Context: an optimization exercise on an open-source flow, tuned for small area, a short achievable clock period and few clock cycles. The choices shown serve that exercise and are no tape-out recipe. RTL that was checked went through simulation tests only; none was proved equivalent to the original. Only the layout flow was run in runs 2, 4 and 5; the RTL was not checked for function there.

==> flow/design.v (outline; a module is shown in full before it is edited, if it fits) <==
// module acc_dot_csa: 1196 lines
// module acc_mac_unit: 25 lines
// module acc_top: 242 lines
module acc_top #(
  parameter int ADDR_WIDTH = acc_pkg::ADDR_WIDTH_DEF,
  parameter int CNT_WIDTH  = acc_pkg::CNT_WIDTH_DEF
) (
  input  logic                  ap_clk,
  input  logic                  ap_rst_n,
  input  logic                  ap_start,
  output logic                  ap_idle,
  output logic                  ap_ready,
  output logic                  ap_done,
  input  logic [ADDR_WIDTH-1:0] ifm_addr_base,
  input  logic [ADDR_WIDTH-1:0] wgt_addr_base,
  input  logic [ADDR_WIDTH-1:0] ofm_addr_base,
  input  logic [CNT_WIDTH-1:0]  cfg_ci,
  input  logic [CNT_WIDTH-1:0]  cfg_co,
  output logic                  ifm_rd_req,
  output logic [ADDR_WIDTH-1:0] ifm_rd_addr,
  input  logic                  ifm_rd_valid,
  input  acc_pkg::word_t        ifm_rd_data,
  output logic                  wgt_rd_req,
  output logic [ADDR_WIDTH-1:0] wgt_rd_addr,
  input  logic                  wgt_rd_valid,
  input  acc_pkg::word_t        wgt_rd_data,
  output logic                  ofm_wr_req,
  output logic [ADDR_WIDTH-1:0] ofm_wr_addr,
  output acc_pkg::word_t        ofm_wr_data,
  input  logic                  ofm_wr_ack
);
  // ...
==> flow/run.sh <==
#!/bin/bash
# synth_recipe.tcl (not shown) runs the flow's synth.tcl, then flattens the netlist and writes it again
# the make line also repeats each setting of config.mk as NAME=value (left out here)
make -C /OpenROAD-flow-scripts/flow DESIGN_CONFIG=/design/flow/config.mk WORK_HOME=/design/flow/orfs CLKGATE_MAP_FILE= SYNTH_SCRIPT=/design/flow/synth_recipe.tcl finish
==> flow/config.mk <==
export PLATFORM = sky130hd
export DESIGN_NAME = acc_top
export DESIGN_NICKNAME = acc_top
export VERILOG_FILES = /design/flow/design.v
export SDC_FILE = /design/flow/constraint.sdc
export NUM_CORES = 4
export LEC_CHECK = 0
export CAP_MARGIN = 20
export CORE_MARGIN = 2
export CORE_UTILIZATION = 60
export CTS_BUF_LIST = sky130_fd_sc_hd__clkbuf_16
export CTS_CLUSTER_DIAMETER = 100
export CTS_CLUSTER_SIZE = 25
export SETUP_SLACK_MARGIN = 5
export SLEW_MARGIN = 20
==> flow/constraint.sdc <==
create_clock -name core_clock -period 12.5 [get_ports {ap_clk}]
set_input_delay 2.5000 -clock core_clock [delete_from_list [all_inputs] [get_ports {ap_clk}]]
set_output_delay 2.5000 -clock core_clock [all_outputs]
set_load 0.01 [all_outputs]
==> impl_metrics.yaml, run 1 <==
grt:
  grt_remaining_overflow: 0
  met1_usage_pct: 35.1
job:
  maxCapViolCount: 0
logic_synthesis:
  yosys-top-cells-count: "252 x and2_1, 242 x fa_1, 240 x edfxtp_1"
  yosys.area_share.simple_pct: 15.9
  avgSynthCellArea_um2: 11.8
  yosysTopAreaCell: "edfxtp_1"
setup_path:
  cp-start-kind: "primary input"
  cp_num_buf_inv: 2
  cp.arrival_ns: 4.57
  cp_slowest_cell: "clkdlybuf4s50_1"
  ff2ff_path_depth: 14
floorplan:
  num_tap_cells: 448
  rows: 67
cts:
  ctsRootBufferMaster: "clkbuf_16"
drt:
  met1_length_um: 19100
  drc: 0
  totalWireLength_um: 50700
  routed-wl-met2_um: 25900
  first_iter_violations: 805
finish:
  seqCellArea_um2: 8530
  final_area_um2: 24800
  post-route-util_pct: 73.6
outcome:
  status: "timing/DRC/antenna clean"
worst_hold_path:
  hold_path_startpoint: "qi0_t[1]"
sta:
  rsz0062_at_grt: "false"
Testbench counts, summed over its fixed seeds: cycles 59,110.
==> module acc_mac_unit, before the edit <==
module acc_mac_unit (
  input  logic           ap_clk,
  input  logic           mac_en,
  input  logic           mac_clear,
  input  logic [17:0]    dot_sn,
  input  logic [17:0]    dot_cn,
  output acc_pkg::word_t acc_value
);
  localparam int AW = 26;
  logic [AW-1:0] acc_q, a0, x, y, z, cy;
  logic [17:0]   dot_s, dot_c;
  assign dot_s = ~dot_sn;
  assign dot_c = ~dot_cn;
  assign a0 = mac_clear ? '0 : acc_q;
  assign x  = {{(AW-18){~dot_s[17]}}, ~dot_s[17], dot_s[16:0]};
  assign y  = {{(AW-18){1'b0}}, dot_c};
  assign z  = a0 ^ x ^ y;
  assign cy = {(a0[AW-2:0] & x[AW-2:0]) | (a0[AW-2:0] & y[AW-2:0]) | (x[AW-2:0] & y[AW-2:0]), 1'b0};
  always_ff @(posedge ap_clk) begin
    if (mac_en) begin
      acc_q <= z + cy;
    end
  end
  assign acc_value = {{(32-AW){acc_q[AW-1]}}, acc_q};
endmodule
==> module acc_top, before the edit <==
module acc_top #(
  parameter int ADDR_WIDTH = acc_pkg::ADDR_WIDTH_DEF,
  parameter int CNT_WIDTH  = acc_pkg::CNT_WIDTH_DEF
) (
  input  logic                  ap_clk,
  input  logic                  ap_rst_n,
  input  logic                  ap_start,
  output logic                  ap_idle,
  output logic                  ap_ready,
  output logic                  ap_done,
  input  logic [ADDR_WIDTH-1:0] ifm_addr_base,
  input  logic [ADDR_WIDTH-1:0] wgt_addr_base,
  input  logic [ADDR_WIDTH-1:0] ofm_addr_base,
  input  logic [CNT_WIDTH-1:0]  cfg_ci,
  input  logic [CNT_WIDTH-1:0]  cfg_co,
  output logic                  ifm_rd_req,
  output logic [ADDR_WIDTH-1:0] ifm_rd_addr,
  input  logic                  ifm_rd_valid,
  input  acc_pkg::word_t        ifm_rd_data,
  output logic                  wgt_rd_req,
  output logic [ADDR_WIDTH-1:0] wgt_rd_addr,
  input  logic                  wgt_rd_valid,
  input  acc_pkg::word_t        wgt_rd_data,
  output logic                  ofm_wr_req,
  output logic [ADDR_WIDTH-1:0] ofm_wr_addr,
  output acc_pkg::word_t        ofm_wr_data,
  input  logic                  ofm_wr_ack
);
  localparam int LO = CNT_WIDTH + 2;
  logic busy_q;                
  logic idle_q;                
  logic fin_q;                 
  logic fa_q, faw_q, fb_q, fbw_q, ga_q, gai_q, gb_q, gbi_q, ha_q, hb_q;
  logic [ADDR_WIDTH-1:0]  ifm_base_q;
  logic [ADDR_WIDTH-1:LO] ifm_hi_q;     
  logic [ADDR_WIDTH-1:0]  wgt_addr_q;   
  logic [ADDR_WIDTH-1:0]  ofm_addr_q;   
  logic [CNT_WIDTH-1:0]   ci_m1_q;      
  logic [CNT_WIDTH-1:0]   fi_q;         
  logic [CNT_WIDTH-1:0]   fco_q;        
  logic                   fdone_q;      
  logic                   ifm_out_q;    
  logic                   wgt_out_q;    
  logic [1:0]             otag_q;       
  logic signed [2:0]      diff_q;       
  acc_pkg::word_t qi0_d, qi1_d, qw_d;
  logic [1:0]     qi0_t, qi1_t;
  logic           qi0_v, qi1_v, qw_v;
  logic [17:0]    dot_sn, dot_cn, dot_sn_q, dot_cn_q;
  logic           s1_v_q;
  logic [1:0]     s1_t_q;
  logic           first_q;      
  logic           res_wait_q;   
  logic           res_last_q;   
  logic           wr_pend_q;    
  acc_pkg::word_t acc_value;
  function automatic logic [9:0] req_terms(
    input logic       busy, fin, fdone, ifm_out, wgt_out,
    input logic signed [2:0] diff,
    input logic       qi0_v, qi1_v,
    input logic [1:0] qi0_t,
    input logic       qw_v, s1_v,
    input logic [1:0] s1_t,
    input logic       res_wait, wr_pend
  );
    logic rw, wp, bp, pop, bpn, va0, va1, wva, ifm_go, wgt_go;
    logic fa, faw, fb, fbw, ga, gai, gb, gbi, ha, hb;
    rw     = (s1_v & s1_t[0]) | (res_wait & wr_pend);
    wp     = res_wait | wr_pend;
    bp     = rw & wp;
    pop    = qi0_v & qw_v & ~bp;
    bpn    = ((pop & qi0_t[0]) | bp) & (rw | wp);
    va0    = pop ? qi1_v : qi0_v;
    va1    = qi1_v & ~pop;
    wva    = qw_v & ~pop;
    ifm_go = busy & ~fin & ~fdone;
    wgt_go = busy & ((diff > 3'sd0) | ((diff == 3'sd0) & ~fin & ~fdone));
    fa     = ifm_go & ~ifm_out & (~va1 | (wva & ~bpn));
    faw    = ifm_go & ~ifm_out & ~bpn;
    fb     = ifm_go & ifm_out & (~va0 | (wva & ~bpn));
    fbw    = ifm_go & ifm_out & ~bpn;
    ga     = wgt_go & ~wgt_out & (~wva | (va0 & ~bpn));
    gai    = wgt_go & ~wgt_out & ~bpn;
    gb     = wgt_go & wgt_out & va0 & ~bpn;
    gbi    = wgt_go & wgt_out & ~bpn;
    ha     = busy & res_wait & ~wr_pend;
    hb     = busy & res_wait;
    req_terms = {fa, faw, fb, fbw, ga, gai, gb, gbi, ha, hb};
  endfunction
  logic load_en;    
  logic pop;
  logic issue;
  logic fi_last, fco_last;
  assign ap_idle  = idle_q | (fin_q & ofm_wr_ack);
  assign ap_ready = ap_start & ap_idle;
  assign ap_done  = fin_q & ofm_wr_ack;
  assign load_en  = idle_q | fin_q;
  assign ifm_rd_req = fa_q | (wgt_rd_valid & faw_q) | (ifm_rd_valid & (fb_q | (wgt_rd_valid & fbw_q)));
  assign wgt_rd_req = ga_q | (ifm_rd_valid & gai_q) | (wgt_rd_valid & (gb_q | (ifm_rd_valid & gbi_q)));
  assign issue      = ha_q | (ofm_wr_ack & hb_q);
  assign pop = qi0_v & qw_v &
               ~(((s1_v_q & s1_t_q[0]) | (res_wait_q & wr_pend_q)) & (res_wait_q | wr_pend_q));
  assign fi_last  = (fi_q == ci_m1_q);
  assign fco_last = (fco_q == '0);
  logic [LO-1:0] ifm_lo;
  assign ifm_lo      = ifm_base_q[LO-1:0] + {fi_q, 2'b00};
  assign ifm_rd_addr = ifm_base_q + (ADDR_WIDTH'(fi_q) << 2);
  assign wgt_rd_addr = wgt_addr_q;
  assign ofm_wr_req  = issue;
  assign ofm_wr_addr = ofm_addr_q;
  assign ofm_wr_data = acc_pkg::byte_rev(acc_value);
  logic                  busy_n, fin_n, fdone_n, ifm_out_n, wgt_out_n;
  logic signed [2:0]     diff_n;
  logic [ADDR_WIDTH-1:0] ifm_base_n;
  logic [CNT_WIDTH-1:0]  fi_n;
  logic                  qi0_v_n, qi1_v_n, qw_v_n, s1_v_n;
  logic [1:0]            qi0_t_n, s1_t_n;
  logic                  res_wait_n, wr_pend_n;
  logic [LO:0]           ifm_lo_inc;
  logic [CNT_WIDTH-1:0]  fi_inc;
  always_comb begin
    busy_n = ap_ready | (busy_q & ~ap_done);
    fin_n  = busy_q & ((issue & res_last_q) | (fin_q & ~ofm_wr_ack));
    if (load_en) begin
      ifm_base_n = ifm_addr_base;
      fi_n       = '0;
      fdone_n    = 1'b0;
      ifm_out_n  = 1'b0;
      wgt_out_n  = 1'b0;
      diff_n     = '0;
      qi0_v_n    = 1'b0;
      qi1_v_n    = 1'b0;
      qw_v_n     = 1'b0;
      s1_v_n     = 1'b0;
      res_wait_n = 1'b0;
    end else begin
      ifm_base_n = ifm_base_q;
      fi_n       = fi_q;
      fdone_n    = fdone_q;
      if (ifm_rd_req) begin
        fi_n = fi_inc;
        if (fi_last & fco_last) fdone_n = 1'b1;
      end
      ifm_out_n  = ifm_rd_req | (ifm_out_q & ~ifm_rd_valid);
      wgt_out_n  = wgt_rd_req | (wgt_out_q & ~wgt_rd_valid);
      diff_n     = diff_q + $signed({2'b0, ifm_rd_req}) - $signed({2'b0, wgt_rd_req});
      qi0_v_n    = pop ? (qi1_v | ifm_rd_valid) : (qi0_v | ifm_rd_valid);
      qi1_v_n    = pop ? (qi1_v & ifm_rd_valid) : (qi1_v | (qi0_v & ifm_rd_valid));
      qw_v_n     = wgt_rd_valid | (qw_v & ~pop);
      s1_v_n     = pop;
      res_wait_n = (s1_v_q & s1_t_q[0]) | (res_wait_q & ~issue);
    end
    wr_pend_n = busy_q & (issue | (wr_pend_q & ~ofm_wr_ack));
    qi0_t_n   = (pop & qi1_v) ? qi1_t : ((pop | ~qi0_v) ? otag_q : qi0_t);
    s1_t_n    = qi0_t;
    fi_inc     = fi_last ? '0 : fi_q + 1'b1;
  end
  always_ff @(posedge ap_clk or negedge ap_rst_n) begin
    if (!ap_rst_n) begin
      busy_q <= 1'b0;
      idle_q <= 1'b1;
      fin_q  <= 1'b0;
      {fa_q, faw_q, fb_q, fbw_q, ga_q, gai_q, gb_q, gbi_q, ha_q, hb_q} <= '0;
    end else begin
      busy_q <= busy_n;
      idle_q <= ~busy_n;
      fin_q  <= fin_n;
      {fa_q, faw_q, fb_q, fbw_q, ga_q, gai_q, gb_q, gbi_q, ha_q, hb_q} <=
        req_terms(busy_n, fin_n, fdone_n, ifm_out_n, wgt_out_n, diff_n, qi0_v_n, qi1_v_n,
                  qi0_t_n, qw_v_n, s1_v_n, s1_t_n, res_wait_n, wr_pend_n);
    end
  end
  always_ff @(posedge ap_clk) begin
    ifm_base_q <= ifm_base_n;
    fi_q       <= fi_n;
    fdone_q    <= fdone_n;
    ifm_out_q  <= ifm_out_n;
    wgt_out_q  <= wgt_out_n;
    diff_q     <= diff_n;
    qi0_v      <= qi0_v_n;
    qi1_v      <= qi1_v_n;
    qw_v       <= qw_v_n;
    s1_v_q     <= s1_v_n;
    res_wait_q <= res_wait_n;
    wr_pend_q  <= wr_pend_n;
    qi0_t      <= qi0_t_n;
    s1_t_q     <= s1_t_n;
    if (load_en) begin
      ci_m1_q <= cfg_ci - 1'b1;
      fco_q   <= cfg_co - 1'b1;
    end else if (ifm_rd_req) begin
      otag_q <= {fi_last & fco_last, fi_last};
      if (fi_last) fco_q <= fco_q - 1'b1;
    end
    if (load_en) begin
      wgt_addr_q <= wgt_addr_base;
    end else if (wgt_rd_req) begin
      wgt_addr_q <= wgt_addr_q + ADDR_WIDTH'(4);
    end
    if (load_en) begin
      ofm_addr_q <= ofm_addr_base;
    end else if (issue) begin
      ofm_addr_q <= ofm_addr_q + ADDR_WIDTH'(4);
    end
  end
  always_ff @(posedge ap_clk) begin
    if (pop & qi1_v) begin
      qi0_d <= qi1_d;
    end else if (pop | ~qi0_v) begin
      qi0_d <= ifm_rd_data;
    end
    if (pop ? qi1_v : (qi0_v & ~qi1_v)) begin
      qi1_d <= ifm_rd_data;
      qi1_t <= otag_q;
    end
    if (pop | ~qw_v) qw_d <= wgt_rd_data;
  end
  always_ff @(posedge ap_clk) begin
    dot_sn_q <= dot_sn;
    dot_cn_q <= dot_cn;
    if (load_en) begin
      first_q <= 1'b1;
    end else if (s1_v_q) begin
      first_q <= s1_t_q[0];
    end
    if (s1_v_q & s1_t_q[0]) res_last_q <= s1_t_q[1];
  end
  acc_dot_csa u_dot (
    .a  (qi0_d),
    .b  (qw_d),
    .sn (dot_sn),
    .cn (dot_cn)
  );
  acc_mac_unit u_mac (
    .ap_clk    (ap_clk),
    .mac_en    (s1_v_q),
    .mac_clear (first_q),
    .dot_sn    (dot_sn_q),
    .dot_cn    (dot_cn_q),
    .acc_value (acc_value)
  );
endmodule
==> run 2: changes to the inputs <==
--- a/flow/design.v
+++ b/flow/design.v
@@ -24,2 +24,32 @@
 `timescale 1ns/100ps
+module acc_bk_add #(
+  parameter int N = 26
+) (
+  input  logic [N-1:0] a,
+  input  logic [N-1:0] b,
+  output logic [N-1:0] s
+);
+  localparam int LG = $clog2(N);
+  logic [N-1:0] g, p, gg, pp;
+  always_comb begin
+    g  = a & b;
+    p  = a ^ b;
+    gg = g;
+    pp = p;
+    for (int k = 0; k < LG; k++) begin
+      for (int i = (2 << k) - 1; i < N; i += (2 << k)) begin
+        gg[i] = gg[i] | (pp[i] & gg[i - (1 << k)]);
+        pp[i] = pp[i] & pp[i - (1 << k)];
+      end
+    end
+    for (int k = LG - 2; k >= 0; k--) begin
+      for (int i = (3 << k) - 1; i < N; i += (2 << k)) begin
+        gg[i] = gg[i] | (pp[i] & gg[i - (1 << k)]);
+        pp[i] = pp[i] & pp[i - (1 << k)];
+      end
+    end
+    s = p ^ {gg[N-2:0], 1'b0};
+  end
+endmodule
+`timescale 1ns/100ps
 module acc_dot_csa (
@@ -1238,5 +1268,11 @@
   assign cy = {(a0[AW-2:0] & x[AW-2:0]) | (a0[AW-2:0] & y[AW-2:0]) | (x[AW-2:0] & y[AW-2:0]), 1'b0};
+  logic [AW-1:0] sum;
+  acc_bk_add #(.N(AW)) u_add (
+    .a (z),
+    .b (cy),
+    .s (sum)
+  );
   always_ff @(posedge ap_clk) begin
     if (mac_en) begin
-      acc_q <= z + cy;
+      acc_q <= sum;
     end
@@ -1403,2 +1439,13 @@
   end
+  logic [ADDR_WIDTH-3:0] wgt_addr_inc, ofm_addr_inc;
+  acc_bk_add #(.N(ADDR_WIDTH-2)) u_wgt_inc (
+    .a (wgt_addr_q[ADDR_WIDTH-1:2]),
+    .b ((ADDR_WIDTH-2)'(1)),
+    .s (wgt_addr_inc)
+  );
+  acc_bk_add #(.N(ADDR_WIDTH-2)) u_ofm_inc (
+    .a (ofm_addr_q[ADDR_WIDTH-1:2]),
+    .b ((ADDR_WIDTH-2)'(1)),
+    .s (ofm_addr_inc)
+  );
   always_ff @(posedge ap_clk or negedge ap_rst_n) begin
@@ -1443,3 +1490,3 @@
     end else if (wgt_rd_req) begin
-      wgt_addr_q <= wgt_addr_q + ADDR_WIDTH'(4);
+      wgt_addr_q <= {wgt_addr_inc, wgt_addr_q[1:0]};
     end
@@ -1448,3 +1495,3 @@
     end else if (issue) begin
-      ofm_addr_q <= ofm_addr_q + ADDR_WIDTH'(4);
+      ofm_addr_q <= {ofm_addr_inc, ofm_addr_q[1:0]};
     end
==> flow/flow/run.sh (new file) <==
#!/bin/bash
# Layout flow: the standard ORFS flow (standard synthesis unchanged), with
#  - port buffers made from plain buf cells instead of the default delay-buffer
#    cells (every port still gets its own buffer),
#  - repair_timing asked for extra setup slack so the resizer works the
#    input/output paths below the clock period.
# Each tool's full output stays in orfs/logs; make's output goes to flow.log.
set -euo pipefail
PORT_BUF=${PORT_BUF:-sky130_fd_sc_hd__buf_1}
MARGIN=${MARGIN:-6.8}
bash standard.sh "BUFFER_PORTS_ARGS=-buffer_cell $PORT_BUF" "SETUP_SLACK_MARGIN=$MARGIN" finish > flow.log 2>&1
==> flow/standard.sh (new file) <==
#!/bin/bash
# synth_recipe.tcl (not shown) runs the flow's synth.tcl, then flattens the netlist and writes it again
# the make line also repeats each setting of config.mk as NAME=value (left out here)
make -C /OpenROAD-flow-scripts/flow DESIGN_CONFIG=/design/flow/config.mk WORK_HOME=/design/flow/orfs CLKGATE_MAP_FILE= SYNTH_SCRIPT=/design/flow/synth_recipe.tcl "${@:-finish}"
--- a/flow/config.mk
+++ b/flow/config.mk
@@ -13,3 +13,2 @@
 export CTS_CLUSTER_SIZE = 25
-export SETUP_SLACK_MARGIN = 5
 export SLEW_MARGIN = 20
removed: flow/run.sh
==> impl_metrics.yaml, run 2 <==
logic_synthesis:
  yosysTopAreaCell: "edfxtp_1"
  yosys-top-cells-count: "253 x and2_1, 253 x fa_1, 240 x edfxtp_1"
  synth_top_area_share_pct: 35.1
  syn_area_um2: 20500
  avgSynthCellArea_um2: 12.2
  synth_area_leaders: "edfxtp_1 35%, fa_1 25%, and2_1 7.7%"
  yosysWarnings: 4
  syn-num-nets: 2197
  syn_inst: 1687
  synth_top_flop_cell: "edfxtp_1"
  yosys_register_bits: 303
  yosysUniqueCellTypes: 61
  synthArstFlopShare_pct: 4.29
  synth_edf_count: 240
  synth-seq-area-share_pct: 41.6
cts:
  cts.sinks: 303
  hold_buffers: 0
  cts_tree: "done"
  cts_max_level: 1
  clk_pin_slew_ns: 0.09
  ctsRootBufferMaster: "clkbuf_16"
  cts.path.max_buffers: 3
  numCtsBuffers: 17
  insertion_delay_ns: 0.53
sta:
  maxSlewHeadroom_pct: 37.3
  fin_crit_ns: 5.66
  fin_skew_ns: 0.0284
  fin_crit_sh_pct: 45.3
  rsz0062_at_grt: "true"
  drv_slew: 0
  setup_violations: 0
  setup-tns-final_ns: 0
  hold_viol: 0
  tightest_slew_ns: 0.940
  fmax_mhz: 177
setup_path:
  crit_path_max_fanout: 7
  ff2ff_path_depth: 14
  cp_num_buf_inv: 2
  cp.arrival_ns: 3.16
  cp_cell_sequence: "buf_2 -> a21oi_1 -> o21ai_2 -> buf_1"
  cp.required_ns: 10.00
  ff2ff_setup_slack_ns: 6.96
  r2r-end: "dot_sn_q[9]"
  reg2reg_from: "qw_d[2]"
  end_kind: "output pin"
  cp-start-kind: "primary input"
  path_class: "in -> out"
  slowest_delay_ns: 0.20
  cp_slowest_cell: "o21ai_2"
  cp_top_family: "buffers and inverters"
grt:
  grt_pass1_vias: 14200
  grt_pass1_wl_um: 77700
  grt_remaining_overflow: 0
  grt_usage_pct: 28.6
  grt_antenna_before_repair: 18
  grt_max_degree: 103
finish:
  final_cell_mix: "311 x buf_1, 253 x and2_1, 253 x fa_1"
  nFillCells: 2676
  drive_gt1_share_pct: 3.13
  num-nets-final: 2514
  post-route-util_pct: 67.8
  mostFrequentLayoutCell: "buf_1"
  area_growth_pct: 11.2
worst_hold_path:
  holdPathStages: 0
  min_to: "s1_t_q[1]"
  holdCritPathClass: "reg -> reg"
  hold_path_startpoint: "qi0_t[1]"
outcome:
  status: "timing/DRC/antenna clean"
drt:
  vias: 13300
  totalWireLength_um: 49800
  ant_nets: 0
  drt-vias-per-instance: 5.38
  first_iter_violations: 832
  routedWlPerCell_um: 20.1
  drtPass1Iterations: 5
  drc: 0
floorplan:
  die_w_um: 189
  dieHeight_um: 189
  io_pins: 316
  start_util_pct: 61.0
  core_area_um2: 33600
  dieArea_um2: 35700
  rows: 67
job:
  maxCapViolCount: 0
place:
  io_buffer_count: 315
  dp.final_hpwl_um: 39300
  gp_congestion: 0.915
==> run 2: logic make-up after synthesis <==
family | share of synthesized area (%)
AO/OA/AOI/OAI | 3.39
XOR/XNOR | 4.10
adder cells (fa/ha/maj) | 29.3
buffers and inverters | 3.81
flip-flops | 41.6
multiplexers | 2.15
AND/OR/NAND/NOR | 15.6
==> run 2: per-layer routing <==
layer	track usage, %	up-vias	wire [um]
met1	35.0	6582	18700
met4	10.7	18	1980
met2	49.3	404	25400
met3	7.36	124	3630
met5	0	-	119
li1	-	6169	-
==> run 2: timing repair <==
action                                  in CTS  in global routing
buffers inserted                             1                  1
gates resized for setup                      6                 11
endpoints found under the setup margin       8                 11
endpoints found under the hold margin        0                  0
pin swaps                                    0                  0
==> run 2: area by class of cell <==
cell class / count / area (um^2) / area share (%)
Antenna cell: 10 / 25.0 / 0.110
Clock inverter: 13 / 95.1 / 0.417
Timing Repair Buffer: 329 / 1290 / 5.67
Multi-Input combinational cell: 1184 / 11200 / 49.2
Clock buffer: 17 / 425 / 1.87
Tap cell: 448 / 561 / 2.46
Inverter: 169 / 637 / 2.79
Sequential cell: 303 / 8540 / 37.4
==> run 2: worst max-delay path by stage <==
stage	start	end	slack, ns	cells past startpoint
after floorplan	ifm_rd_valid	ifm_rd_req	6.88	2
after global placement	wgt_rd_valid	wgt_rd_req	6.58	4
after detailed placement	wgt_rd_valid	wgt_rd_req	6.53	4
after CTS	wgt_rd_valid	wgt_rd_req	6.78	4
after global routing	wgt_rd_valid	wgt_rd_req	6.78	4
final	wgt_rd_valid	wgt_rd_req	6.84	4
==> run 2: metrics by stage <==
stage	area [um^2]	setup WS, ns	instances	hold slack, ns
after detailed placement	22200	6.53	2431	0.335
after floorplan	20500	6.88	1687	0.323
after global placement	22200	6.58	2431	0.336
after global routing	22800	6.78	2468	0.369
final	22800	6.84	2473	0.353
after CTS	22700	6.78	2462	0.357
==> run 3: changes to the inputs <==
--- a/flow/design.v
+++ b/flow/design.v
@@ -25,3 +25,4 @@
 module acc_bk_add #(
-  parameter int N = 26
+  parameter int N  = 26,
+  parameter int LG = 5      
 ) (
@@ -31,3 +32,2 @@
 );
-  localparam int LG = $clog2(N);
   logic [N-1:0] g, p, gg, pp;
==> impl_metrics.yaml, run 3 <==
logic_synthesis:
  synth_edf_count: 240
  yosysUniqueCellTypes: 61
  yosys_register_bits: 303
  avgSynthCellArea_um2: 12.2
  synthArstFlopShare_pct: 4.29
  syn_inst: 1687
  yosysTopAreaCell: "edfxtp_1"
  syn-num-nets: 2197
  synth_area_leaders: "edfxtp_1 35%, fa_1 25%, and2_1 7.7%"
  yosysWarnings: 4
  yosys-top-cells-count: "253 x and2_1, 253 x fa_1, 240 x edfxtp_1"
  synth_top_area_share_pct: 35.1
  synth-seq-area-share_pct: 41.6
  synth_top_flop_cell: "edfxtp_1"
  syn_area_um2: 20500
cts:
  ctsRootBufferMaster: "clkbuf_16"
  hold_buffers: 0
  cts_max_level: 1
  cts.path.max_buffers: 3
  cts_tree: "done"
  insertion_delay_ns: 0.53
  cts.sinks: 303
  numCtsBuffers: 17
  clk_pin_slew_ns: 0.09
sta:
  drv_slew: 0
  fin_crit_ns: 5.66
  rsz0062_at_grt: "true"
  tightest_slew_ns: 0.940
  fin_skew_ns: 0.0284
  setup-tns-final_ns: 0
  fmax_mhz: 177
  setup_violations: 0
  fin_crit_sh_pct: 45.3
  maxSlewHeadroom_pct: 37.3
  hold_viol: 0
setup_path:
  cp.required_ns: 10.00
  cp.arrival_ns: 3.16
  path_class: "in -> out"
  cp-start-kind: "primary input"
  end_kind: "output pin"
  ff2ff_setup_slack_ns: 6.96
  crit_path_max_fanout: 7
grt:
  grt_antenna_before_repair: 18
  grt_max_degree: 103
  grt_pass1_wl_um: 77700
  grt_usage_pct: 28.6
  grt_remaining_overflow: 0
  grt_pass1_vias: 14200
floorplan:
  rows: 67
  die_w_um: 189
  io_pins: 316
  dieArea_um2: 35700
  dieHeight_um: 189
  start_util_pct: 61.0
  core_area_um2: 33600
drt:
  drc: 0
  vias: 13300
  first_iter_violations: 832
  routedWlPerCell_um: 20.1
  totalWireLength_um: 49800
  drt-vias-per-instance: 5.38
  ant_nets: 0
  drtPass1Iterations: 5
finish:
  num-nets-final: 2514
  finalNonFillerCells: 2473
  seqCellArea_um2: 8540
  mostFrequentLayoutCell: "buf_1"
  area_growth_pct: 11.2
  post-route-util_pct: 67.8
  final_cell_mix: "311 x buf_1, 253 x and2_1, 253 x fa_1"
  multi_input_area_um2: 11200
  nFillCells: 2676
  drive_gt1_share_pct: 3.13
outcome:
  status: "timing/DRC/antenna clean"
place:
  place_inst: 2431
  io_buffer_count: 315
  gp_congestion: 0.915
  dp.final_hpwl_um: 39300
worst_hold_path:
  holdCritPathClass: "reg -> reg"
job:
  maxCapViolCount: 0
-- run 3: cell counts in the layout (fill, tap and decap cells not counted) --
No cell type changed its count.
-- run 3: per-stage QoR --
step / setup WS (ns) / hold slack, ns / instance area, um^2
detailed placement: 6.53 / 0.335 / 22200
CTS: 6.78 / 0.357 / 22700
global route: 6.78 / 0.369 / 22800
floorplan: 6.88 / 0.323 / 20500
global placement: 6.58 / 0.336 / 22200
finish: 6.84 / 0.353 / 22800
-- run 3: layer usage --
layer / GRT usage (%) / part of all wire (%)
met1: 35.0 / 38
met2: 49.3 / 51
met3: 7.36 / 7.3
met4: 10.7 / 4.0
met5: 0 / 0.24
-- run 3: final timing paths --
| check | start | endpoint | cells after the start |
|---|---|---|---|
| max | wgt_rd_valid | wgt_rd_req | 4 |
| min | qi0_t[1] | s1_t_q[1] | 0 |
| max reg2reg | qw_d[2] | dot_sn_q[9] | 14 |
| min reg2reg | qi0_t[1] | s1_t_q[1] | 0 |
| max in group asynchronous | ap_rst_n | fa_q | 1 |
| min in group asynchronous | ap_rst_n | hb_q | 1 |
-- run 3: final cells by class --
cell class                 instances  share of cell area (%)
antenna                           10                   0.110
clock inverter                    13                   0.417
inverter                         169                    2.79
sequential                       303                    37.4
tap                              448                    2.46
multi-input combinational       1184                    49.2
timing repair buffer             329                    5.67
clock buffer                      17                    1.87
-- run 3: what timing repair did --
item	CTS	global route
setup endpoints to repair	8	11
gates resized for setup	6	11
buffers inserted	1	1
-- run 3: kinds of logic (layout without fill, tap and decap cells) --
family          after synthesis  count (layout)  synth area share [%]
compound gates              119             119                  3.39
xor+xnor                     96              96                  4.10
fa+ha+maj                   328             328                  29.3
buf+inv                     200             528                  3.81
flops                       303             303                  41.6
mux                          40              40                  2.15
other cells                   0              10                     0
simple gates                601             601                  15.6
-- run 3: critical path, cell delays in order --
cell and delay [ns]:
buf_2 0.17, a21oi_1 0.09, o21ai_2 0.20, buf_1 0.20
Testbench counts of run 3, summed over its fixed seeds: cycles 59,110.
==> run 4: changes to the inputs <==
--- a/flow/design.v
+++ b/flow/design.v
@@ -1314,3 +1314,5 @@
   logic fin_q;                 
-  logic fa_q, faw_q, fb_q, fbw_q, ga_q, gai_q, gb_q, gbi_q, ha_q, hb_q;
+  logic [3:0] ireq_q, wreq_q;   
+  logic       ha_q, hb_q;
+  logic       rdy0_q, rdy1_q;   
   logic [ADDR_WIDTH-1:0]  ifm_base_q;
@@ -1375,8 +1377,10 @@
   logic fi_last, fco_last;
-  assign ap_idle  = idle_q | (fin_q & ofm_wr_ack);
-  assign ap_ready = ap_start & ap_idle;
+  assign ap_idle  = rdy0_q | (ofm_wr_ack & rdy1_q);
+  assign ap_ready = (ap_start & rdy0_q) | (ap_start & ofm_wr_ack & rdy1_q);
   assign ap_done  = fin_q & ofm_wr_ack;
   assign load_en  = idle_q | fin_q;
-  assign ifm_rd_req = fa_q | (wgt_rd_valid & faw_q) | (ifm_rd_valid & (fb_q | (wgt_rd_valid & fbw_q)));
-  assign wgt_rd_req = ga_q | (ifm_rd_valid & gai_q) | (wgt_rd_valid & (gb_q | (ifm_rd_valid & gbi_q)));
+  assign ifm_rd_req = ifm_rd_valid ? (ireq_q[2] | (wgt_rd_valid & ireq_q[3]))
+                                   : (ireq_q[0] | (wgt_rd_valid & ireq_q[1]));
+  assign wgt_rd_req = ifm_rd_valid ? (wreq_q[2] | (wgt_rd_valid & wreq_q[3]))
+                                   : (wreq_q[0] | (wgt_rd_valid & wreq_q[1]));
   assign issue      = ha_q | (ofm_wr_ack & hb_q);
@@ -1450,2 +1454,11 @@
   );
+  logic [9:0] terms_n;
+  logic [9:0] rq_n;
+  assign terms_n = req_terms(busy_n, fin_n, fdone_n, ifm_out_n, wgt_out_n, diff_n, qi0_v_n, qi1_v_n,
+                             qi0_t_n, qw_v_n, s1_v_n, s1_t_n, res_wait_n, wr_pend_n);
+  assign rq_n = {terms_n[9] | terms_n[8] | terms_n[7] | terms_n[6], terms_n[9] | terms_n[7],
+                 terms_n[9] | terms_n[8], terms_n[9],
+                 terms_n[5] | terms_n[4] | terms_n[3] | terms_n[2], terms_n[5] | terms_n[4],
+                 terms_n[5] | terms_n[3], terms_n[5],
+                 terms_n[1:0]};
   always_ff @(posedge ap_clk or negedge ap_rst_n) begin
@@ -1455,3 +1468,5 @@
       fin_q  <= 1'b0;
-      {fa_q, faw_q, fb_q, fbw_q, ga_q, gai_q, gb_q, gbi_q, ha_q, hb_q} <= '0;
+      {ireq_q, wreq_q, ha_q, hb_q} <= '0;
+      rdy0_q <= 1'b1;
+      rdy1_q <= 1'b1;
     end else begin
@@ -1460,5 +1475,5 @@
       fin_q  <= fin_n;
-      {fa_q, faw_q, fb_q, fbw_q, ga_q, gai_q, gb_q, gbi_q, ha_q, hb_q} <=
-        req_terms(busy_n, fin_n, fdone_n, ifm_out_n, wgt_out_n, diff_n, qi0_v_n, qi1_v_n,
-                  qi0_t_n, qw_v_n, s1_v_n, s1_t_n, res_wait_n, wr_pend_n);
+      {ireq_q, wreq_q, ha_q, hb_q} <= rq_n;
+      rdy0_q <= ~busy_n;
+      rdy1_q <= ~busy_n | fin_n;
     end
==> impl_metrics.yaml, run 4 <==
drt:
  first_iter_violations: 627
  ant_nets: 0
  totalWireLength_um: 48700
  drc: 0
  routedWlPerCell_um: 19.7
  drt-vias-per-instance: 5.41
  drtPass1Iterations: 5
  vias: 13400
sta:
  fin_crit_sh_pct: 45.4
  hold_viol: 0
  fmax_mhz: 176
  maxSlewHeadroom_pct: 37.4
  setup_violations: 0
  tightest_slew_ns: 0.939
  drv_slew: 0
  fin_skew_ns: 0.0194
  setup-tns-final_ns: 0
  worst_slack_ns: 6.82
  rsz0062_at_grt: "true"
  fin_crit_ns: 5.68
logic_synthesis:
  yosysWarnings: 4
  synth_edf_count: 240
  synthMostInstantiatedCell: "fa_1"
  yosysUniqueCellTypes: 63
  avgSynthCellArea_um2: 12.2
  syn_area_um2: 20600
  synthArstFlopShare_pct: 4.61
  synth-seq-area-share_pct: 41.6
  yosysTopAreaCell: "edfxtp_1"
  synth_top_flop_cell: "edfxtp_1"
  syn_inst: 1692
  yosys_register_bits: 304
  synth_top_area_share_pct: 35.0
  yosys-top-cells-count: "253 x fa_1, 251 x and2_1, 240 x edfxtp_1"
  synth_area_leaders: "edfxtp_1 35%, fa_1 25%, and2_1 7.6%"
  syn-num-nets: 2202
grt:
  grt_usage_pct: 28.0
  met1_usage_pct: 34.9
  grt_pass1_vias: 14400
  grt_antenna_before_repair: 14
  grt_pass1_wl_um: 76900
  grt_remaining_overflow: 0
  grt_max_degree: 103
  grt.met3_usage_pct: 5.32
  busiest_layer: "met2"
  gr-usage-met2_pct: 49.1
finish:
  area_growth_pct: 11.3
  final_cell_mix: "309 x buf_1, 253 x fa_1, 251 x and2_1"
  post-route-util_pct: 68.0
  num-nets-final: 2520
  drive_gt1_share_pct: 5.00
  finalNonFillerCells: 2477
  mostFrequentLayoutCell: "buf_1"
floorplan:
  core_area_um2: 33700
  dieArea_um2: 35800
  io_pins: 316
  rows: 67
  die_w_um: 189
  start_util_pct: 61.1
  dieHeight_um: 189
place:
  place_ws_ns: 6.30
  io_buffer_count: 315
  place_inst: 2434
  gp_congestion: 0.931
  dp.final_hpwl_um: 38000
outcome:
  status: "timing/DRC/antenna clean"
cts:
  clk_pin_slew_ns: 0.10
  cts_tree: "done"
  insertion_delay_ns: 0.51
  cts.sinks: 304
  cts.path.max_buffers: 3
  cts_max_level: 1
  ctsRootBufferMaster: "clkbuf_16"
  numCtsBuffers: 16
setup_path:
  path_class: "in -> out"
  end_kind: "output pin"
  slowest_delay_ns: 0.19
  path_common_cell: "buf_4"
  crit_path_max_fanout: 6
  cp-start-kind: "primary input"
  cp_slowest_cell: "a21o_1"
  cp.arrival_ns: 3.18
  ff2ff_setup_slack_ns: 6.96
  cp.required_ns: 10.00
  cp_cell_sequence: "buf_4 -> a21o_1 -> o21ai_4 -> inv_2 -> buf_4"
job:
  maxCapViolCount: 0
worst_hold_path:
  holdCritPathClass: "reg -> reg"
==> run 4: cell types whose count changed in the layout (fill, tap and decap cells not counted), moves of 5 or more <==
| cell | delta |
|---|---|
| a21o_1 | +7 |
| buf_4 | +5 |
| mux2_1 | -30 |
| mux2_2 | +30 |
| nand2_1 | +16 |
| nand2b_1 | -10 |
| nor2_1 | -5 |
| nor2b_1 | +6 |
| o21ai_0 | +10 |
| o21ai_1 | -13 |
| or3_1 | -7 |
==> run 4: timing repair <==
item,4_1_cts,5_1_grt
hold buffers,0,0
pin swaps,3,5
setup buffers,4,2
resized for setup,9,13
setup endpoints to repair,11,15
==> run 4: worst paths after layout <==
check / from / end / depth (start not counted)
worst min register to register: qi0_t[0] / s1_t_q[0] / 0
worst min-delay path: qi0_t[0] / s1_t_q[0] / 0
max in group asynchronous: ap_rst_n / ha_q / 1
min in group asynchronous: ap_rst_n / ireq_q[2] / 1
worst max register to register: qw_d[3] / dot_sn_q[9] / 14
worst max-delay path: wgt_rd_valid / ifm_rd_req / 5
==> run 4: layer usage <==
| layer | part of all wire [%] | up-vias |
|---|---|---|
| met2 | 51 | 358 |
| li1 | - | 6184 |
| met5 | 0.13 | - |
| met1 | 39 | 6738 |
| met3 | 5.8 | 108 |
| met4 | 3.6 | 10 |
==> run 4: per-stage QoR <==
step | hold WS [ns] | cell area [um^2]
2_1_floorplan | 0.323 | 20600
3_3_place_gp | 0.335 | 22300
3_5_place_dp | 0.349 | 22300
4_1_cts | 0.367 | 22800
5_1_grt | 0.376 | 22900
6_report | 0.363 | 22900
==> run 4: logic make-up after synthesis <==
kind of cell	after synthesis	synth area share (%)
and+or+nand+nor	600	15.4
adders and majority gates	329	29.2
DFF	304	41.6
buffers and inverters	199	3.80
AOI/OAI and AO/OA	123	3.71
xor gates and xnor gates	97	4.13
muxes	40	2.14
==> run 4: critical path, delay by kind of cell <==
| kind | cells | cell delay, ns |
|---|---|---|
| AOI/OAI and AO/OA | 2 | 0.33 |
| buffers and inverters | 3 | 0.34 |
==> run 4: layout make-up <==
cell class / count / area (um^2)
diodes: 9 / 22.5
clock buffers: 17 / 425
clock inverters: 11 / 83.8
fillers: 2652 / 10800
inverters: 167 / 632
multi-input cells: 1189 / 11300
flip-flops and latches: 304 / 8560
well taps: 448 / 561
repair buffers: 332 / 1340
==> run 5: changes to the inputs <==
--- a/flow/design.v
+++ b/flow/design.v
@@ -24,32 +24,2 @@
 `timescale 1ns/100ps
-module acc_bk_add #(
-  parameter int N  = 26,
-  parameter int LG = 5      
-) (
-  input  logic [N-1:0] a,
-  input  logic [N-1:0] b,
-  output logic [N-1:0] s
-);
-  logic [N-1:0] g, p, gg, pp;
-  always_comb begin
-    g  = a & b;
-    p  = a ^ b;
-    gg = g;
-    pp = p;
-    for (int k = 0; k < LG; k++) begin
-      for (int i = (2 << k) - 1; i < N; i += (2 << k)) begin
-        gg[i] = gg[i] | (pp[i] & gg[i - (1 << k)]);
-        pp[i] = pp[i] & pp[i - (1 << k)];
-      end
-    end
-    for (int k = LG - 2; k >= 0; k--) begin
-      for (int i = (3 << k) - 1; i < N; i += (2 << k)) begin
-        gg[i] = gg[i] | (pp[i] & gg[i - (1 << k)]);
-        pp[i] = pp[i] & pp[i - (1 << k)];
-      end
-    end
-    s = p ^ {gg[N-2:0], 1'b0};
-  end
-endmodule
-`timescale 1ns/100ps
 module acc_dot_csa (
@@ -1268,11 +1238,5 @@
   assign cy = {(a0[AW-2:0] & x[AW-2:0]) | (a0[AW-2:0] & y[AW-2:0]) | (x[AW-2:0] & y[AW-2:0]), 1'b0};
-  logic [AW-1:0] sum;
-  acc_bk_add #(.N(AW)) u_add (
-    .a (z),
-    .b (cy),
-    .s (sum)
-  );
   always_ff @(posedge ap_clk) begin
     if (mac_en) begin
-      acc_q <= sum;
+      acc_q <= z + cy;
     end
@@ -1381,6 +1345,4 @@
   assign load_en  = idle_q | fin_q;
-  assign ifm_rd_req = ifm_rd_valid ? (ireq_q[2] | (wgt_rd_valid & ireq_q[3]))
-                                   : (ireq_q[0] | (wgt_rd_valid & ireq_q[1]));
-  assign wgt_rd_req = ifm_rd_valid ? (wreq_q[2] | (wgt_rd_valid & wreq_q[3]))
-                                   : (wreq_q[0] | (wgt_rd_valid & wreq_q[1]));
+  assign ifm_rd_req = ireq_q[{ifm_rd_valid, wgt_rd_valid}];
+  assign wgt_rd_req = wreq_q[{ifm_rd_valid, wgt_rd_valid}];
   assign issue      = ha_q | (ofm_wr_ack & hb_q);
@@ -1443,13 +1405,2 @@
   end
-  logic [ADDR_WIDTH-3:0] wgt_addr_inc, ofm_addr_inc;
-  acc_bk_add #(.N(ADDR_WIDTH-2)) u_wgt_inc (
-    .a (wgt_addr_q[ADDR_WIDTH-1:2]),
-    .b ((ADDR_WIDTH-2)'(1)),
-    .s (wgt_addr_inc)
-  );
-  acc_bk_add #(.N(ADDR_WIDTH-2)) u_ofm_inc (
-    .a (ofm_addr_q[ADDR_WIDTH-1:2]),
-    .b ((ADDR_WIDTH-2)'(1)),
-    .s (ofm_addr_inc)
-  );
   logic [9:0] terms_n;
@@ -1505,3 +1456,3 @@
     end else if (wgt_rd_req) begin
-      wgt_addr_q <= {wgt_addr_inc, wgt_addr_q[1:0]};
+      wgt_addr_q <= wgt_addr_q + ADDR_WIDTH'(4);
     end
@@ -1510,3 +1461,3 @@
     end else if (issue) begin
-      ofm_addr_q <= {ofm_addr_inc, ofm_addr_q[1:0]};
+      ofm_addr_q <= ofm_addr_q + ADDR_WIDTH'(4);
     end
==> impl_metrics.yaml, run 5 <==
logic_synthesis:
  yosys_register_bits: 304
  yosysWarnings: 2
  syn_inst: 1760
  synth_top_flop_cell: "edfxtp_1"
  yosysTopAreaCell: "edfxtp_1"
  yosys-top-cells-count: "250 x and2_1, 242 x fa_1, 240 x edfxtp_1"
  synth_edf_count: 240
  synth_area_leaders: "edfxtp_1 35%, fa_1 23%, and2_1 7.5%"
  syn-num-nets: 2232
  syn_area_um2: 20900
  avgSynthCellArea_um2: 11.9
  synth_top_area_share_pct: 34.5
  synthMostInstantiatedCell: "and2_1"
  synth-seq-area-share_pct: 41.0
  synthArstFlopShare_pct: 4.61
  yosysUniqueCellTypes: 71
finish:
  seqCellArea_um2: 8560
  nFillCells: 2754
  post-route-util_pct: 67.4
  num-nets-final: 2548
  drive_gt1_share_pct: 5.22
  final_cell_mix: "310 x buf_1, 250 x and2_1, 242 x fa_1"
  diodes: 0
  area_growth_pct: 11.1
  multi_input_area_um2: 11600
  mostFrequentLayoutCell: "buf_1"
sta:
  fin_crit_ns: 5.79
  fin_crit_sh_pct: 46.3
  tightest_slew_ns: 0.805
  fin_skew_ns: 0.0320
  rsz0062_at_grt: "true"
  hold_viol: 0
  setup_violations: 0
  drv_slew: 0
  fmax_mhz: 173
  setup-tns-final_ns: 0
  maxSlewHeadroom_pct: 46.4
drt:
  first_iter_violations: 967
  totalWireLength_um: 49200
  drtPass1Iterations: 4
  drt-vias-per-instance: 5.44
  vias: 13800
  drc: 0
  ant_nets: 0
  routedWlPerCell_um: 19.4
outcome:
  status: "timing/DRC/antenna clean"
setup_path:
  end_kind: "output pin"
  r2r-end: "dot_sn_q[9]"
  cp.arrival_ns: 3.29
  cp.required_ns: 10.00
  reg2reg_from: "qw_d[3]"
  crit_path_max_fanout: 4
  ff2ff_setup_slack_ns: 7.01
  ff2ff_path_depth: 14
  path_class: "in -> out"
  cp-start-kind: "primary input"
  endpoint: "wgt_rd_req"
  worstSetupStartpoint: "wgt_rd_valid"
grt:
  grt_usage_pct: 28.0
  grt_pass1_vias: 14700
  grt_pass1_wl_um: 77800
  grt_max_degree: 134
  grt_remaining_overflow: 0
  grt_antenna_before_repair: 4
place:
  gp_congestion: 0.906
  io_buffer_count: 315
  dp.final_hpwl_um: 37900
job:
  maxCapViolCount: 0
floorplan:
  dieArea_um2: 36300
  io_pins: 316
  core_area_um2: 34400
  rows: 68
  die_w_um: 190
  start_util_pct: 60.7
  dieHeight_um: 190
cts:
  cts.sinks: 304
  insertion_delay_ns: 0.54
  cts.path.max_buffers: 3
  cts_max_level: 1
  ctsRootBufferMaster: "clkbuf_16"
  clk_pin_slew_ns: 0.10
  numCtsBuffers: 17
  cts_tree: "done"
worst_hold_path:
  holdCritPathClass: "reg -> reg"
[run 5: changes by cell type after synthesis, sizes merged, moves of 11 or more]
cell,before,now
o21ai,51,86
xor2,27,56
nand4,9,24
nor2,44,68
fa,253,242
nand2,195,143
ha,75,48
inv,166,151
nand3,16,34
[run 5: stage by stage]
stage                     instances  instance area (um^2)  worst slack [ns]  hold slack, ns
final                          2542                 23200              6.71           0.389
after global routing           2542                 23200              6.70           0.402
after CTS                      2537                 23100              6.71           0.404
after detailed placement       2503                 22500              6.35           0.379
after global placement         2503                 22500              6.37           0.379
after floorplan                1760                 20900              6.81           0.323
[run 5: timing repair]
item | CTS | global route
setup buffers | 4 | 5
endpoints found under the setup margin | 14 | 15
pin swaps | 1 | 0
resized for setup | 9 | 10
hold buffers | 0 | 0
[run 5: kinds of logic (layout without fill, tap and decap cells)]
kind of cell,after synthesis,after routing,share of synthesized area (%)
mux,43,43,2.37
compound gates,184,184,5.61
flops,304,304,41.0
fa+ha+maj,291,291,26.1
buf+inv,190,517,3.58
xor+xnor,134,134,5.62
simple gates,614,614,15.6
[run 5: how the worst min path moves through the flow]
stage          startpoint        end  slack (ns)  cells after the start
4_1_cts          qi0_t[0]  s1_t_q[0]        0.40                      0
3_3_place_gp     qi0_t[1]  s1_t_q[1]        0.38                      0
6_report         qi0_t[1]  s1_t_q[1]        0.39                      0
3_5_place_dp     qi0_t[1]  s1_t_q[1]        0.38                      0
5_1_grt          qi0_t[1]  s1_t_q[1]        0.40                      0
2_1_floorplan    qi0_t[1]  s1_t_q[1]        0.32                      0
[run 5: area by class of cell]
type                            instances  share of cell area (%)
Tap cell                              455                    2.46
Clock inverter                         13                   0.426
Clock buffer                           17                    1.84
Multi-Input combinational cell       1266                    50.0
Inverter                              152                    2.47
Sequential cell                       304                    37.0
Timing Repair Buffer                  335                    5.89
[run 5: routing by layer]
layer  routed length [um]  up-vias  global-route usage (%)
met5                   52        -                       0
met2                24600      407                    48.3
li1                     -     6484                       -
met3                 2700      133                    4.91
met1                19700     6792                    35.3
met4                 2120        8                    11.0
[run 5: worst max-delay path: stages]
cell	delay (ns)
buf_8	0.08
mux4_2	0.55
buf_6	0.15

## re-timing with driven ports
How much do the figures lean on ideal ports? The routed layouts below were timed once more, with nothing changed but the port constraints.
Step 1 assumes that a clkbuf_16 drives the clock port and a buf_2 every other input.
Step 2 also shifts input and output timing later by t, the mid clock arrival at the registers, as if the neighbouring blocks saw the same clock.
Three values: ideal, step 1, step 2; two values: the first two.
run | shift t [ns] | setup slack, ns | slew at the worst register clock pin (ns)
run 1 | 0.583 | 5.432 / 5.383 / 5.383 | 0.12 / 0.12
run 2 | 0.572 | 6.839 / 6.795 / 6.795 | 0.11 / 0.11
run 3 | 0.572 | 6.839 / 6.795 / 6.795 | 0.11 / 0.11
run 4 | 0.559 | 6.822 / 6.785 / 6.785 | 0.11 / 0.11
run 5 | 0.583 | 6.714 / 6.653 / 6.653 | 0.11 / 0.11
After both steps setup and hold are still met in every run listed. The setup slack of run 5, which loses most, moves by -0.061 ns with the drivers and by -0.061 ns with both steps.
